Background: an optimization exercise with open tools, aiming at small area, a short achievable clock period and few clock cycles per item. Do not read the settings as production practice.
Function was checked by simulation only, so behaviour that the tests miss may differ from the original.

## design/flow/design.v

```verilog
package lz77_pkg;
  localparam int DATA_WD = 8;
  localparam int WIN_SIZE = 16;
  localparam int DST_WD = 5;
  localparam int LEN_MAX = 8;
  localparam int LEN_MIN = 3;
  localparam int LEN_WD = 4;
  localparam int BLK_LEN_WD = 8;
  localparam logic [1:0] ST_IDLE = 2'd0;   
  localparam logic [1:0] ST_UPT  = 2'd1;   
  localparam logic [1:0] ST_SCH  = 2'd2;   
endpackage
`timescale 1ns/1ns
import lz77_pkg::*;
module lz77_window (
  input  logic                             clk,
  input  logic                             rstn,
  input  logic                             start_i,
  input  logic [BLK_LEN_WD-1:0]            cfg_len_i,
  input  logic [DATA_WD-1:0]               rd_dat_i,
  input  logic                             tok_pulse_i,
  input  logic [LEN_WD-1:0]                adv_len_i,
  input  logic                             blk_end_i,
  output logic                             rd_val_o,
  output logic                             sch_start_o,
  output logic [WIN_SIZE-1:0][DATA_WD-1:0] win_dat_o,
  output logic [DST_WD-1:0]                win_fill_o,
  output logic [LEN_MAX-1:0][DATA_WD-1:0]  inp_dat_o,
  output logic [LEN_WD-1:0]                inp_fill_o
);
  logic [1:0]                       cur_state_r;
  logic [1:0]                       nxt_state_w;
  logic [BLK_LEN_WD-1:0]            blk_len_r;
  logic [BLK_LEN_WD-1:0]            fet_cnt_r;
  logic [LEN_WD-1:0]                inp_fill_r;
  logic [DST_WD-1:0]                win_fill_r;
  logic [DST_WD-1:0]                win_sum_w;
  logic [WIN_SIZE-1:0][DATA_WD-1:0] win_dat_r;
  logic [WIN_SIZE-1:0][DATA_WD-1:0] win_shf_w;
  logic [LEN_MAX-1:0][DATA_WD-1:0]  inp_dat_r;
  logic [LEN_MAX-1:0][DATA_WD-1:0]  inp_shf_w;
  logic                             start_acc_w;
  logic                             more_w;
  logic                             shift_w;
  assign start_acc_w = (cur_state_r == ST_IDLE) && start_i;
  assign more_w      = (inp_fill_r < LEN_WD'(LEN_MAX)) && (fet_cnt_r < blk_len_r);
  assign rd_val_o    = (cur_state_r == ST_UPT) && more_w;
  assign sch_start_o = (cur_state_r == ST_UPT) && !more_w;
  assign shift_w     = (cur_state_r == ST_SCH) && tok_pulse_i;
  always_comb begin
    nxt_state_w = cur_state_r;
    case (cur_state_r)
      ST_IDLE: if (start_i) nxt_state_w = ST_UPT;
      ST_UPT:  if (!more_w) nxt_state_w = ST_SCH;
      ST_SCH:  if (tok_pulse_i) nxt_state_w = blk_end_i ? ST_IDLE : ST_UPT;
      default: nxt_state_w = ST_IDLE;
    endcase
  end
  always_ff @(posedge clk or negedge rstn) begin
    if (!rstn) begin
      cur_state_r <= ST_IDLE;
    end else begin
      cur_state_r <= nxt_state_w;
    end
  end
  assign win_sum_w = win_fill_r + DST_WD'(adv_len_i);
  always_ff @(posedge clk or negedge rstn) begin
    if (!rstn) begin
      blk_len_r  <= '0;
      fet_cnt_r  <= '0;
      inp_fill_r <= '0;
      win_fill_r <= '0;
    end else if (start_acc_w) begin
      blk_len_r  <= cfg_len_i;
      fet_cnt_r  <= '0;
      inp_fill_r <= '0;
      win_fill_r <= '0;
    end else if (rd_val_o) begin
      fet_cnt_r  <= fet_cnt_r + 1'b1;
      inp_fill_r <= inp_fill_r + 1'b1;
    end else if (shift_w) begin
      inp_fill_r <= inp_fill_r - adv_len_i;
      win_fill_r <= (win_sum_w > DST_WD'(WIN_SIZE)) ? DST_WD'(WIN_SIZE) : win_sum_w;
    end
  end
  always_comb begin
    for (int j = 0; j < WIN_SIZE; j++) begin
      if (j < adv_len_i) begin
        win_shf_w[j] = inp_dat_r[adv_len_i - 1 - j];
      end else begin
        win_shf_w[j] = win_dat_r[j - adv_len_i];
      end
    end
  end
  always_comb begin
    for (int j = 0; j < LEN_MAX; j++) begin
      if (j + adv_len_i < LEN_MAX) begin
        inp_shf_w[j] = inp_dat_r[j + adv_len_i];
      end else begin
        inp_shf_w[j] = '0;
      end
    end
  end
  always_ff @(posedge clk) begin
    if (start_acc_w) begin
      win_dat_r <= '0;
      inp_dat_r <= '0;
    end else if (rd_val_o) begin
      inp_dat_r[inp_fill_r] <= rd_dat_i;
    end else if (shift_w) begin
      win_dat_r <= win_shf_w;
      inp_dat_r <= inp_shf_w;
    end
  end
  assign win_dat_o  = win_dat_r;
  assign win_fill_o = win_fill_r;
  assign inp_dat_o  = inp_dat_r;
  assign inp_fill_o = inp_fill_r;
endmodule
`timescale 1ns/1ns
import lz77_pkg::*;
module lz77_match_search (
  input  logic                             clk,
  input  logic                             rstn,
  input  logic                             sch_start_i,
  input  logic [WIN_SIZE-1:0][DATA_WD-1:0] win_dat_i,
  input  logic [DST_WD-1:0]                win_fill_i,
  input  logic [LEN_MAX-1:0][DATA_WD-1:0]  inp_dat_i,
  input  logic [LEN_WD-1:0]                inp_fill_i,
  output logic                             sch_done_o,
  output logic [LEN_WD-1:0]                best_len_o,
  output logic [DST_WD-1:0]                best_dst_o
);
  logic                busy_r;
  logic [LEN_WD-1:0]   step_r;
  logic [WIN_SIZE-1:0] flg_r;
  logic [WIN_SIZE-1:0] flg_init_w;
  logic [WIN_SIZE-1:0] flg_nxt_w;
  logic [LEN_WD-1:0]   best_len_r;
  logic [DST_WD-1:0]   best_dst_r;
  logic [DST_WD-1:0]   prio_dst_w;
  logic                any_w;
  logic                stop_w;
  always_comb begin
    for (int i = 0; i < WIN_SIZE; i++) begin
      flg_init_w[i] = (i < win_fill_i);
    end
  end
  always_comb begin
    for (int i = 0; i < WIN_SIZE; i++) begin
      if (i < step_r) begin
        flg_nxt_w[i] = 1'b0;
      end else begin
        flg_nxt_w[i] = flg_r[i] && (inp_dat_i[step_r] == win_dat_i[i - step_r]);
      end
    end
  end
  assign any_w = |flg_nxt_w;
  always_comb begin
    prio_dst_w = '0;
    for (int i = WIN_SIZE - 1; i >= 0; i--) begin
      if (flg_nxt_w[i]) begin
        prio_dst_w = DST_WD'(i + 1);
      end
    end
  end
  assign stop_w     = !any_w || (step_r + LEN_WD'(1) == inp_fill_i);
  assign sch_done_o = busy_r && stop_w;
  assign best_len_o = any_w ? step_r + LEN_WD'(1) : best_len_r;
  assign best_dst_o = any_w ? prio_dst_w : best_dst_r;
  always_ff @(posedge clk or negedge rstn) begin
    if (!rstn) begin
      busy_r     <= 1'b0;
      step_r     <= '0;
      flg_r      <= '0;
      best_len_r <= '0;
      best_dst_r <= '0;
    end else if (sch_start_i) begin
      busy_r     <= 1'b1;
      step_r     <= '0;
      flg_r      <= flg_init_w;
      best_len_r <= '0;
      best_dst_r <= '0;
    end else if (busy_r) begin
      if (stop_w) begin
        busy_r <= 1'b0;
      end
      step_r <= step_r + 1'b1;
      flg_r  <= flg_nxt_w;
      if (any_w) begin
        best_len_r <= step_r + LEN_WD'(1);
        best_dst_r <= prio_dst_w;
      end
    end
  end
endmodule
`timescale 1ns/1ns
import lz77_pkg::*;
module lz77_token_out (
  input  logic                  clk,
  input  logic                  rstn,
  input  logic                  start_i,
  input  logic [BLK_LEN_WD-1:0] cfg_len_i,
  input  logic                  sch_done_i,
  input  logic [LEN_WD-1:0]     best_len_i,
  input  logic [DST_WD-1:0]     best_dst_i,
  input  logic [DATA_WD-1:0]    inp_first_i,
  output logic                  val_o,
  output logic                  flg_lit_o,
  output logic [DATA_WD-1:0]    dat_lit_o,
  output logic [LEN_WD-1:0]     dat_len_o,
  output logic [DST_WD-1:0]     dat_dst_o,
  output logic                  flg_lst_o,
  output logic                  done_o,
  output logic                  tok_pulse_o,
  output logic [LEN_WD-1:0]     adv_len_o,
  output logic                  blk_end_o
);
  logic                  run_r;
  logic [BLK_LEN_WD-1:0] blk_len_r;
  logic [BLK_LEN_WD-1:0] emit_cnt_r;
  logic [BLK_LEN_WD-1:0] cnt_nxt_w;
  logic                  val_r;
  logic                  done_r;
  logic                  blk_end_r;
  logic                  lit_r;
  logic [DATA_WD-1:0]    lit_dat_r;
  logic [LEN_WD-1:0]     len_r;
  logic [DST_WD-1:0]     dst_r;
  logic                  start_acc_w;
  logic                  lit_w;
  logic [LEN_WD-1:0]     adv_w;
  assign start_acc_w = start_i && !run_r;
  assign lit_w       = best_len_i < LEN_WD'(LEN_MIN);
  assign adv_w       = lit_w ? LEN_WD'(1) : best_len_i;
  assign cnt_nxt_w   = emit_cnt_r + BLK_LEN_WD'(adv_w);
  always_ff @(posedge clk or negedge rstn) begin
    if (!rstn) begin
      run_r      <= 1'b0;
      blk_len_r  <= '0;
      emit_cnt_r <= '0;
      blk_end_r  <= 1'b0;
    end else if (start_acc_w) begin
      run_r      <= 1'b1;
      blk_len_r  <= cfg_len_i;
      emit_cnt_r <= '0;
      blk_end_r  <= 1'b0;
    end else begin
      if (sch_done_i) begin
        emit_cnt_r <= cnt_nxt_w;
        if (cnt_nxt_w == blk_len_r) begin
          blk_end_r <= 1'b1;
        end
      end
      if (val_r && blk_end_r) begin
        run_r <= 1'b0;
      end
    end
  end
  always_ff @(posedge clk or negedge rstn) begin
    if (!rstn) begin
      val_r  <= 1'b0;
      done_r <= 1'b0;
    end else begin
      val_r  <= sch_done_i;
      done_r <= val_r && blk_end_r;
    end
  end
  always_ff @(posedge clk) begin
    if (sch_done_i) begin
      lit_r     <= lit_w;
      lit_dat_r <= inp_first_i;
      len_r     <= adv_w;
      dst_r     <= lit_w ? '0 : best_dst_i;
    end
  end
  assign val_o       = val_r;
  assign flg_lit_o   = val_r && lit_r;
  assign dat_lit_o   = (val_r && lit_r) ? lit_dat_r : '0;
  assign dat_len_o   = val_r ? len_r : '0;
  assign dat_dst_o   = val_r ? dst_r : '0;
  assign flg_lst_o   = val_r && blk_end_r;
  assign done_o      = done_r;
  assign tok_pulse_o = val_r;
  assign adv_len_o   = len_r;
  assign blk_end_o   = blk_end_r;
endmodule
`timescale 1ns/1ns
import lz77_pkg::*;
module lz77_top (
  input  logic                  clk,
  input  logic                  rstn,
  input  logic                  start_i,
  input  logic [BLK_LEN_WD-1:0] cfg_len_i,
  input  logic [DATA_WD-1:0]    rd_dat_i,
  output logic                  rd_val_o,
  output logic                  val_o,
  output logic                  flg_lit_o,
  output logic [DATA_WD-1:0]    dat_lit_o,
  output logic [LEN_WD-1:0]     dat_len_o,
  output logic [DST_WD-1:0]     dat_dst_o,
  output logic                  flg_lst_o,
  output logic                  done_o
);
  logic                             sch_start;
  logic [WIN_SIZE-1:0][DATA_WD-1:0] win_dat;
  logic [DST_WD-1:0]                win_fill;
  logic [LEN_MAX-1:0][DATA_WD-1:0]  inp_dat;
  logic [LEN_WD-1:0]                inp_fill;
  logic                             sch_done;
  logic [LEN_WD-1:0]                best_len;
  logic [DST_WD-1:0]                best_dst;
  logic                             tok_pulse;
  logic [LEN_WD-1:0]                adv_len;
  logic                             blk_end;
  lz77_window u_window (
    .clk         (clk),
    .rstn        (rstn),
    .start_i     (start_i),
    .cfg_len_i   (cfg_len_i),
    .rd_dat_i    (rd_dat_i),
    .tok_pulse_i (tok_pulse),
    .adv_len_i   (adv_len),
    .blk_end_i   (blk_end),
    .rd_val_o    (rd_val_o),
    .sch_start_o (sch_start),
    .win_dat_o   (win_dat),
    .win_fill_o  (win_fill),
    .inp_dat_o   (inp_dat),
    .inp_fill_o  (inp_fill)
  );
  lz77_match_search u_match_search (
    .clk         (clk),
    .rstn        (rstn),
    .sch_start_i (sch_start),
    .win_dat_i   (win_dat),
    .win_fill_i  (win_fill),
    .inp_dat_i   (inp_dat),
    .inp_fill_i  (inp_fill),
    .sch_done_o  (sch_done),
    .best_len_o  (best_len),
    .best_dst_o  (best_dst)
  );
  lz77_token_out u_token_out (
    .clk         (clk),
    .rstn        (rstn),
    .start_i     (start_i),
    .cfg_len_i   (cfg_len_i),
    .sch_done_i  (sch_done),
    .best_len_i  (best_len),
    .best_dst_i  (best_dst),
    .inp_first_i (inp_dat[0]),
    .val_o       (val_o),
    .flg_lit_o   (flg_lit_o),
    .dat_lit_o   (dat_lit_o),
    .dat_len_o   (dat_len_o),
    .dat_dst_o   (dat_dst_o),
    .flg_lst_o   (flg_lst_o),
    .done_o      (done_o),
    .tok_pulse_o (tok_pulse),
    .adv_len_o   (adv_len),
    .blk_end_o   (blk_end)
  );
endmodule
```

## design/flow/run.sh

```bash
#!/bin/bash
# synth_recipe.tcl (not shown) runs the flow's synth.tcl, then flattens the netlist and writes it again
# the make line also repeats each setting of config.mk as NAME=value (left out here)
make -C /OpenROAD-flow-scripts/flow DESIGN_CONFIG=/design/flow/config.mk WORK_HOME=/design/flow/orfs CLKGATE_MAP_FILE= SYNTH_SCRIPT=/design/flow/synth_recipe.tcl finish
```

## design/flow/config.mk

```make
export PLATFORM = sky130hd
export DESIGN_NAME = lz77_top
export DESIGN_NICKNAME = lz77_top
export VERILOG_FILES = /design/flow/design.v
export SDC_FILE = /design/flow/constraint.sdc
export NUM_CORES = 4
export LEC_CHECK = 0
export CAP_MARGIN = 20
export CORE_MARGIN = 2
export CORE_UTILIZATION = 40
export SLEW_MARGIN = 20
```

## design/flow/constraint.sdc

```tcl
create_clock -name core_clock -period 8.0 [get_ports {clk}]
set_input_delay 1.6000 -clock core_clock [delete_from_list [all_inputs] [get_ports {clk}]]
set_output_delay 1.6000 -clock core_clock [all_outputs]
set_load 0.01 [all_outputs]
```

==> flow_metrics.env <==
export IMPL_syn2layout_area_growth_pct=7.35
export IMPL_num_vias=39100
export IMPL_antenna_found_initial=3
export IMPL_worstSkewPairLatency_ns=0.62
export IMPL_io_buffers=40
export IMPL_ys_seq_area_share_pct=16.8
export IMPL_hold_end="u_window.blk_len_r[0]"
export IMPL_synth_seq_cells=287
export IMPL_reg2reg_to="u_token_out.blk_end_r"
export IMPL_place_gp_congestion=1.08
export IMPL_fin_crit_sh_pct=89.7
export IMPL_coreArea_um2=93000
export IMPL_cts_hold_buf=0
export IMPL_worstHoldPathCells=2
export IMPL_routedWlPerCell_um=32.6
export IMPL_max_clock_freq_ghz=0.139
export IMPL_rows=112
export IMPL_mostFrequentLayoutCells="505 x nand2_1, 461 x nor2_1, 390 x mux2i_1"
export IMPL_gr_total_overflow=0
export IMPL_synthesis_nets=4558
export IMPL_grt_first_pass_wirelength_um=257000
export IMPL_tns_ns=0
export IMPL_post_cts_buffers=0
export IMPL_startpoint_type="register"
export IMPL_worstPathRequired_ns=8.50
export IMPL_fin_nets=4316
export IMPL_synth_cell_types=105
export IMPL_hold_violations=0
export IMPL_layout_commonest_cell="nand2_1"
export IMPL_hold_start="u_window.blk_len_r[0]"
export IMPL_cts_root_buf="clkbuf_16"
export IMPL_cp_end_kind="register"
export IMPL_grt_pass1_vias=35500
export IMPL_cap_violations=0
export IMPL_async_reset_ff_share_pct=26.8
export IMPL_rsz0062_at_grt="no"
export IMPL_avgSynthCellArea_um2=8.40
export IMPL_worst_path_max_fanout=63
export IMPL_final_cells=5505
export IMPL_cts_buffers=38
export IMPL_worstMarginPinSlew_ns=1.15
export IMPL_first_iter_violations=6697
export IMPL_ant_nets=0
export IMPL_yosys_warnings=3
export IMPL_clock_skew_final_ns=0.0501
export IMPL_post_drt_via_cell_ratio=7.11
export IMPL_min_period_ns=7.18
export IMPL_cts_tree="yes"
export IMPL_ios=41
export IMPL_initial_core_util_pct=40.3
export IMPL_r2r_start="u_match_search.step_r[0]"
export IMPL_post_cts_resized=0
export IMPL_max_slew_margin_pct=22.7
export IMPL_drc=0
export IMPL_setup_viol=0
export IMPL_r2r_cells=22
export IMPL_grt_usage_pct=36.5
export IMPL_die_area_um2=96100
export IMPL_status="finished clean"
export IMPL_path_class="reg2reg"
export IMPL_firstDrtPassIters=9
export IMPL_dp_cells=5434
export IMPL_drive_gt1_share_pct=18.2
export IMPL_hold_class="reg2reg"
export IMPL_wl_um=180000
export IMPL_hpwl_um=130000
export IMPL_fillers=9292
export IMPL_synth_enable_flop_cells=18
export IMPL_synthCells=4462
export IMPL_clock_path_buffers=3
export IMPL_grt_max_degree=180
export IMPL_synthFlopType="dfxtp_1"
export IMPL_dieWidth_um=310
export IMPL_die_h_um=310
export IMPL_slew_violations=0
export IMPL_crit_arrival_ns=7.68
export IMPL_reg2reg_slack_ns=0.82
export IMPL_clk_pin_slew_worst_paths_ns=0.06
export IMPL_cts_sinks=287
export IMPL_ctsHtreeMaxLevel=2
export IMPL_syn_area_um2=37500
## routing by layer
| metal | GRT usage [%] | up-vias | share of wire [%] |
|---|---|---|---|
| met2 | 51.2 | 3077 | 40 |
| met1 | 48.7 | 19000 | 38 |
| li1 | - | 16400 | - |
| met3 | 10.6 | 637 | 14 |
| met5 | 0.152 | - | 0 |
| met4 | 23.3 | 0 | 7.7 |
## per-stage QoR
stage	util, %	setup slack, ns	cell area, um^2	hold WS, ns
CTS	43.2	1.01	40200	0.488
detailed placement	41.8	0.984	38900	0.468
finish	43.2	0.823	40200	0.488
floorplan	-	0.833	37500	0.447
global route	43.2	0.472	40200	0.519
global placement	41.8	0.913	38900	0.469
## area by class of cell
type	count	area (um^2)	area share, %
Clock inverter	15	249	0.619
Inverter	59	221	0.551
Tap cell	1254	1570	3.90
Multi-Input combinational cell	3630	29100	72.3
Timing Repair Buffer	204	1680	4.18
Clock buffer	55	1080	2.70
Sequential cell	287	6320	15.7
Antenna cell	1	2.50	0.00622
## worst max path at each step
stage / from / endpoint / slack, ns / cells past startpoint
floorplan: u_match_search.step_r[2] / u_token_out.blk_end_r / 0.83 / 30
global placement: u_match_search.step_r[0] / u_token_out.blk_end_r / 0.91 / 24
detailed placement: u_match_search.step_r[0] / u_token_out.blk_end_r / 0.98 / 24
CTS: u_match_search.step_r[0] / u_token_out.blk_end_r / 1.01 / 24
global route: u_match_search.step_r[0] / u_token_out.blk_end_r / 0.47 / 24
finish: u_match_search.step_r[0] / u_token_out.blk_end_r / 0.82 / 22
## Yosys cell counts (40+ instances only)
cell type | number | area (um^2)
a211oi_1 | 95 | 713
a21oi_1 | 255 | 1280
a221oi_1 | 69 | 604
a22oi_1 | 76 | 571
a31oi_1 | 50 | 313
buf_1 | 71 | 267
buf_2 | 40 | 200
clkbuf_1 | 333 | 1250
dfrtp_1 | 77 | 1930
dfxtp_1 | 192 | 3840
ha_1 | 74 | 926
inv_1 | 52 | 195
mux2_2 | 168 | 1890
mux2i_1 | 390 | 3900
mux4_2 | 289 | 6510
nand2_1 | 505 | 1900
nand3_1 | 73 | 365
nor2_1 | 468 | 1760
nor3_1 | 73 | 365
o21ai_0 | 284 | 1420
o221ai_1 | 48 | 420
o22ai_1 | 59 | 369
xnor2_1 | 116 | 1020
## cell families after synthesis
group | count (synthesis) | share of synthesized area [%]
multiplexers | 860 | 33.7
buffers and inverters | 545 | 6.21
XOR/XNOR | 150 | 3.55
AND/OR/NAND/NOR | 1358 | 16.1
flip-flops | 287 | 16.8
adder cells (fa/ha/maj) | 77 | 2.63
AO/OA/AOI/OAI | 1185 | 21.0
## sequential cells by signal (all words and copies together) (netlist names), 8 cells and up
signal and cells:
u_window.blk_len_r 8, u_token_out.emit_cnt_r 8, u_token_out.lit_dat_r 8, u_token_out.blk_len_r 8, u_window.inp_dat_r 64, u_match_search.flg_r 16, u_window.win_dat_r 128, u_window.fet_cnt_r 8
## worst max-delay path, cell delays in order, from the launching register on
cell and delay (ns):
dfrtp_4 0.44, buf_4 0.71, mux2i_1 0.18, mux4_2 0.67, nand2b_1 0.64, xnor2_1 0.34
nor4_1 0.66, nand4_1 0.39, nand2_1 0.25, nor4_4 0.06, buf_4 0.17, and2_1 0.25
a31o_2 0.31, ha_1 0.29, a21o_1 0.17, a21oi_1 0.21, nor2b_1 0.07, o21ai_1 0.40
nor3_1 0.09, a21oi_1 0.14, a211oi_1 0.09, a41o_1 0.22, a32o_1 0.24
Testbench counts, summed over its fixed seeds: cycles 164,569, bytes 39,715.

==> afterwards: timing with drivers on the ports <==
The results above use ideal ports. As a check the final layout listed here was re-extracted and re-timed, cells and wires unchanged. Step 1, drivers: a clkbuf_16 drives clk and a buf_2 each remaining input, both assumed. Step 2 also shifts input and output timing later by t, the mid clock arrival at the registers, as if the neighbouring blocks saw the same clock. Three values: ideal ports, drivers, drivers and shift; two values: the first two.
t (ns): 0.665
setup slack, ns: 0.823 / 0.823 / 0.823
worst setup path at the end: register to register
After both steps this run still meets setup and hold. The setup slack of this run moves by 0.000 ns with the drivers and by 0.000 ns with both steps.
